Source: an optimization exercise on an open RTL-to-GDS flow (aim: small area and a short achievable clock period). Production flows keep margins and buffers that such runs may drop. Only simulation tests tie the RTL to the original design; equivalence was not proved. Power and IR drop assume default switching activity.

File: design/flow/config.mk
export PLATFORM = sky130hd
export DESIGN_NAME = fetch_unit
export DESIGN_NICKNAME = fetch_unit
export VERILOG_FILES = /design/flow/design.v
export SDC_FILE = /design/flow/constraint.sdc
export NUM_CORES = 4
export LEC_CHECK = 0
export CAP_MARGIN = 20
export CORE_MARGIN = 2
export CORE_UTILIZATION = 40
export SLEW_MARGIN = 20
File: design/flow/constraint.sdc
create_clock -name core_clock -period 5.0 [get_ports {clk}]
set_input_delay 1.0000 -clock core_clock [delete_from_list [all_inputs] [get_ports {clk}]]
set_output_delay 1.0000 -clock core_clock [all_outputs]
set_load 0.01 [all_outputs]
File: design/flow/design.v
`timescale 1ns/1ns
package fetch_pkg;
    typedef logic [31:0] word_t;
    typedef enum logic [1:0] {
        strong_nt = 2'b00,
        weak_nt   = 2'b01,
        weak_t    = 2'b10,
        strong_t  = 2'b11
    } pred_state_e;
    typedef struct packed {
        logic  branch;
        logic  taken;
        logic  mispredict;
        word_t branch_pc;
        word_t dest;
    } resolve_t;
    typedef struct packed {
        word_t pc;
        word_t npc;
        word_t instr;
    } fetch_t;
endpackage
`timescale 1ns/1ns
module instruction_rom #(
    parameter int DEPTH = 32
) (
    input  fetch_pkg::word_t fetch_addr,
    output fetch_pkg::word_t instr_word
);
    localparam int IDX_W = $clog2(DEPTH);
    fetch_pkg::word_t rom [DEPTH];
    logic [IDX_W-1:0] rd_idx;
    initial begin
        $readmemh("program.hex", rom);
    end
    assign rd_idx = fetch_addr[IDX_W-1:0];
    assign instr_word = rom[rd_idx];
endmodule
`timescale 1ns/1ns
module target_buffer #(
    parameter int DEPTH = 32
) (
    input  logic                     clk,
    input  logic                     rst,
    input  logic [DEPTH-1:0]         target_we,
    input  fetch_pkg::word_t         target_data,
    input  logic [$clog2(DEPTH)-1:0] rd_idx,
    output fetch_pkg::word_t         pred_next
);
    localparam int IDX_W = $clog2(DEPTH);
    logic [DEPTH-1:0][31:0] next_addr;
    logic [DEPTH-1:0]       valid;
    always_ff @(posedge clk) begin
        for (int i = 0; i < DEPTH; i++) begin
            if (target_we[i]) begin
                next_addr[i] <= target_data;
            end
        end
    end
    always_ff @(posedge clk or posedge rst) begin
        if (rst) begin
            valid <= '0;
        end else begin
            valid <= valid | target_we;
        end
    end
    logic [DEPTH-1:0] rd_sel;
    fetch_pkg::word_t stored;
    logic             hit;
    always_comb begin
        stored = '0;
        hit    = 1'b0;
        for (int i = 0; i < DEPTH; i++) begin
            rd_sel[i] = (rd_idx == IDX_W'(i));
            stored    = stored | (next_addr[i] & {32{rd_sel[i]}});
            hit       = hit | (valid[i] & rd_sel[i]);
        end
    end
    assign pred_next = hit ? stored : 32'(rd_idx) + 32'd1;
endmodule
`timescale 1ns/1ns
module predictor_table #(
    parameter int DEPTH = 32
) (
    input  logic                     clk,
    input  logic                     rst,
    input  logic                     step_en,
    input  logic                     taken,
    input  logic [$clog2(DEPTH)-1:0] upd_idx,
    output logic [DEPTH-1:0]         target_we
);
    localparam int IDX_W = $clog2(DEPTH);
    logic [DEPTH-1:0] dir;
    logic [DEPTH-1:0] sat;
    logic [DEPTH-1:0] hit;
    always_comb begin
        for (int i = 0; i < DEPTH; i++) begin
            hit[i] = step_en && (upd_idx == IDX_W'(i));
            target_we[i] = hit[i] && !sat[i] && (dir[i] != taken);
        end
    end
    always_ff @(posedge clk or posedge rst) begin
        if (rst) begin
            dir    <= '0;
            sat    <= '0;
        end else begin
            for (int i = 0; i < DEPTH; i++) begin
                if (hit[i]) begin
                    dir[i]    <= sat[i] ? dir[i] : taken;
                    sat[i] <= (dir[i] == taken);
                end
            end
        end
    end
endmodule
`timescale 1ns/1ns
module fetch_sequencer (
    input  logic             clk,
    input  logic             rst,
    input  logic             stall,
    input  logic             mem_stall,
    input  logic             mispredict,
    input  fetch_pkg::word_t dest,
    input  fetch_pkg::word_t instr_word,
    input  fetch_pkg::word_t pred_next,
    output fetch_pkg::word_t fetch_addr,
    output fetch_pkg::word_t fetch_pc,
    output fetch_pkg::word_t fetch_npc,
    output fetch_pkg::word_t fetch_instr
);
    logic load_en;
    logic loaded;
    assign fetch_addr = mispredict ? dest : fetch_npc;
    assign load_en = !mem_stall && (mispredict || !stall);
    always_ff @(posedge clk or posedge rst) begin
        if (rst) begin
            fetch_pc  <= '0;
            fetch_npc <= '0;
            loaded    <= 1'b0;
        end else if (load_en) begin
            fetch_pc  <= fetch_addr;
            fetch_npc <= pred_next;
            loaded    <= 1'b1;
        end
    end
    assign fetch_instr = loaded ? instr_word : '0;
endmodule
`timescale 1ns/1ns
module fetch_unit #(
    parameter int DEPTH = 32
) (
    input  logic        clk,
    input  logic        rst,
    input  logic        stall,
    input  logic        mem_stall,
    input  logic        resolve_branch,
    input  logic        resolve_taken,
    input  logic        resolve_mispredict,
    input  logic [31:0] resolve_branch_pc,
    input  logic [31:0] resolve_dest,
    output logic [31:0] fetch_pc,
    output logic [31:0] fetch_npc,
    output logic [31:0] fetch_instr
);
    localparam int IDX_W = $clog2(DEPTH);
    fetch_pkg::word_t fetch_addr;
    fetch_pkg::word_t instr_word;
    fetch_pkg::word_t pred_next;
    logic [DEPTH-1:0] target_we;
    fetch_sequencer u_seq (
        .clk        (clk),
        .rst        (rst),
        .stall      (stall),
        .mem_stall  (mem_stall),
        .mispredict (resolve_mispredict),
        .dest       (resolve_dest),
        .instr_word (instr_word),
        .pred_next  (pred_next),
        .fetch_addr (fetch_addr),
        .fetch_pc   (fetch_pc),
        .fetch_npc  (fetch_npc),
        .fetch_instr(fetch_instr)
    );
    instruction_rom #(
        .DEPTH (DEPTH)
    ) u_rom (
        .fetch_addr (fetch_pc),
        .instr_word (instr_word)
    );
    target_buffer #(
        .DEPTH (DEPTH)
    ) u_tgt (
        .clk         (clk),
        .rst         (rst),
        .target_we   (target_we),
        .target_data (resolve_dest),
        .rd_idx      (fetch_addr[IDX_W-1:0]),
        .pred_next   (pred_next)
    );
    predictor_table #(
        .DEPTH (DEPTH)
    ) u_pred (
        .clk        (clk),
        .rst        (rst),
        .step_en    (resolve_branch && !mem_stall),
        .taken      (resolve_taken),
        .upd_idx    (resolve_branch_pc[IDX_W-1:0]),
        .target_we  (target_we)
    );
endmodule
File: design/flow/program.hex
// One 32-bit instruction word per line, hex, word index 0 upward
00000013
00100093
00200113
002081b3
40110233
0041f2b3
0052e333
005343b3
00739413
0033d493
00a00513
00b50593
fea58ee3
00c58633
0062a6b3
00d68733
00e707b3
00f78833
010808b3
01188933
c0ffee01
012909b3
01398a33
014a0ab3
015a8b33
016b0bb3
017b8c33
018c0cb3
019c8d33
01ad0db3
01bd8e33
00008067
File: design/flow/run.sh
#!/bin/bash
# synth_recipe.tcl (not shown) runs the flow's synth.tcl, then flattens the netlist and writes it again
# the make line also repeats each setting of config.mk as NAME=value (left out here)
make -C /OpenROAD-flow-scripts/flow DESIGN_CONFIG=/design/flow/config.mk WORK_HOME=/design/flow/orfs CLKGATE_MAP_FILE= SYNTH_SCRIPT=/design/flow/synth_recipe.tcl finish
==> flow_summary.toml <==
[grt]
antenna_found_initial = 5
grt_pass1_wl_um = 240000
grt_pass1_vias = 29897
track_usage_pct = 28.6
grt_max_degree = 86
grt-ovfl-total = 0

[synth]
synth_area_leader_cell = "edfxtp_1"
syn_nets = 3051
yosysWarnings = 4
ys_seq_area_share_pct = 74.6
ys_ff_latch = 1185
synth_ff_type = "edfxtp_1"
async_flop_share_pct = 13.6
syn_avg_cell_area_sq_um = 15.8
synthTopCellsByArea = "edfxtp_1 (66%), dfrtp_1 (8.6%), a22oi_1 (3.1%), mux2_2 (1.9%), a22o_1 (1.7%)"
netlist.area_leader.share_pct = 66.0
synth_edf_count = 1024
synth_common_cells = "edfxtp_1 (1024), a22oi_1 (195), nand2_1 (190)"
synth_cells = 2959
syn_area_sq_mm = 0.0466
yosys.cell_count.top_type = "edfxtp_1"
synth_cell_types = 88

[clock_network]
cts_resized = 0
cts_max_level = 3
cts_tree = "done"
cts_buffers = 117
clock_sinks = 1185
root_buffer = "clkbuf_16"
cts.clk_slew.worst_paths_ns = 0.06
hold_buffers = 0
post-cts-setup-buffers = 0
worst_skew_pair.late_latency_ns = 0.74
clock_path_buffers = 3

[run_status]
status = "complete, no violations"

[timing]
setup_viol = 0
holdWs_ns = 0.465
fin_crit_sh_pct = 91.4
tightestPinTransition_ns = 1.25
max_freq_mhz = 219
finClkSkew_ns = 0.0530
hold_violations = 0
slew_headroom_pct = 16.7
rsz0062_at_grt = "no"
final_max_slew_viol_count = 0
period_needed_ns = 4.57

[layout]
drive_above_1_share_pct = 18.8
nFillCells = 9786
final_nets = 3363
syn2layout_area_growth_pct = 20.2
final_core_util_pct = 48.3

[drt]
vias = 31886
viasPerCell = 6.50
firstDrtPassIters = 7
drt_wl_total_um = 175000
wire_per_inst_um = 35.7
ant_nets = 0
drc = 0
drt_iter0_drc = 5498

[floorplanning]
initial_utilization_pct = 40.2
rows = 125
core_sq_mm = 0.116
ios = 167
die_x_um = 345
dieArea_sq_mm = 0.119
die_h_um = 345

[critical_path]
endpoint_kind = "output pin"
reg2reg_depth = 13
required_ns = 4.00
crit_type = "reg -> out"
critPathLaunchType = "flip-flop"
r2r-end = "u_seq.fetch_npc[7]$_DFFE_PP0P_"
cp_max_fo = 13
r2r_start = "u_seq.fetch_npc[2]$_DFFE_PP0P_"
cp.arrival_ns = 3.57
rrSetupSlack_ns = 1.07

[place]
numPortBuffers = 138
dp_hpwl_um = 102000
gp_congestion = 0.893

[min_path]
min_to = "u_tgt.valid[11]$_DFF_PP0_"
hold_start = "u_tgt.valid[11]$_DFF_PP0_"
holdPathStages = 1
hold_path.class = "reg -> reg"

[job]
maxCapViolCount = 0

[pwr]
p_per_area_mw_per_mm2 = 457
leakage_nw = 18.7
max-vdd-ir-drop_mv = 0.364
-- kinds of logic after synthesis --
logic type      synth area share [%]
simple gates                    6.59
other cells                  0.00805
mux                             3.29
xor+xnor                       0.658
flops                           74.6
fa+ha+maj                      0.564
compound gates                  12.3
buf+inv                         1.99
-- per-stage QoR --
step / total power, W / worst slack, ns / cell area, sq um / TNS (ns) / std cells
2_1_floorplan: 0.0138 / -0.389 / 46800 / -37.35 / 2959
4_1_cts: 0.0255 / 0.406 / 56100 / 0 / 4898
6_report: 0.0256 / 0.428 / 56000 / 0 / 4902
3_3_place_gp: 0.0167 / 0.112 / 52200 / 0 / 4674
3_5_place_dp: 0.0168 / 0.0598 / 52200 / 0 / 4675
5_1_grt: 0.0262 / 0.139 / 56000 / 0 / 4899
-- power breakdown --
group	leakage, nW	switching, W	internal [W]
clock network	1.87	0.00387	0.00497
logic	5.52	0.00359	0.00185
registers	11.3	0.000284	0.0110
-- critical path, cell delays in order, from the launching register on --
cell             delay, ns
dfrtp_1               0.56
inv_1                 0.33
ha_1                  0.41
ha_1                  0.27
inv_1                 0.08
nor3_1                0.45
or2_2                 0.21
clkdlybuf4s50_1       0.53
-- layer usage --
layer	up-vias	GRT usage [%]	part of all wire, %
met2	2437	43.8	44
li1	12591	-	-
met5	-	0	0.016
met4	4	10.3	4.1
met3	417	7.69	13
met1	16437	39.3	38
-- sequential cells by signal, summed over array words and instances, names as in the netlist --
name             count
u_tgt.next_addr   1024
u_pred.dir          32
u_pred.sat          32
u_seq.fetch_npc     32
u_seq.fetch_pc      32
u_tgt.valid         32
u_seq.loaded         1
-- cells in the final DEF (no fill, tap or decap), types with 44 or more instances in the layout --
cell type	instances
buf_4	193
a22oi_1	195
clkdlybuf4s50_1	120
nor3_1	44
o21ai_0	89
a22o_1	92
mux2_2	78
nor2_1	80
buf_12	55
mux2i_1	59
nand3_1	81
a21oi_1	86
dfrtp_1	161
nand2_1	187
edfxtp_1	1024
clkbuf_16	117
-- cell type report --
class / instances / area (sq um) / share of cell area [%]
Inverter: 19 / 80.1 / 0.143
Clock inverter: 63 / 638 / 1.14
Antenna cell: 3 / 7.51 / 0.0134
Sequential cell: 1185 / 34800 / 62.1
Timing Repair Buffer: 386 / 3850 / 6.87
Tap cell: 1524 / 1910 / 3.40
Clock buffer: 160 / 3210 / 5.73
Multi-Input combinational cell: 1562 / 11600 / 20.6
-- how the worst max path moves through the flow --
stage	depth (start not counted)	slack, ns	endpoint	startpoint
global placement	13	0.11	u_seq.fetch_npc[22]$_DFFE_PP0P_	resolve_dest[0]
global route	7	0.14	fetch_instr[6]	u_seq.fetch_pc[1]$_DFFE_PP0P_
CTS	7	0.41	fetch_instr[6]	u_seq.fetch_pc[1]$_DFFE_PP0P_
finish	7	0.43	fetch_instr[6]	u_seq.fetch_pc[1]$_DFFE_PP0P_
detailed placement	13	0.06	u_seq.fetch_npc[22]$_DFFE_PP0P_	resolve_dest[0]
floorplan	4	-0.39	u_tgt.next_addr[100]$_DFFE_PP_	resolve_branch_pc[2]

[re-timing with driven ports]
The flow's constraints put no driver on any port. The routed layout listed below was extracted and timed again, unchanged, in two steps. Step 1: set_driving_cell puts a clkbuf_16 on clk and a buf_2 on each other input, an assumption about the parent block. Step 2, shift: input delay + t, output delay - t, t = (earliest + latest rising clock arrival at the registers) / 2. This alone moves slack from input paths to output paths. Slacks: ideal / step 1 / step 2; pairs: ideal / step 1.
shift t [ns]: 0.791
setup WS [ns]: 0.428 / 0.353 / -0.010
hold WS [ns]: 0.465 / 0.465 / 0.465
worst setup path after step 2: input to register
cell pins on the clock port's net: 1
Met with ideal ports but missed after step 2: setup timing in this run. For this run, drivers alone change the setup slack by -0.075 ns; drivers and shift together by -0.438 ns.
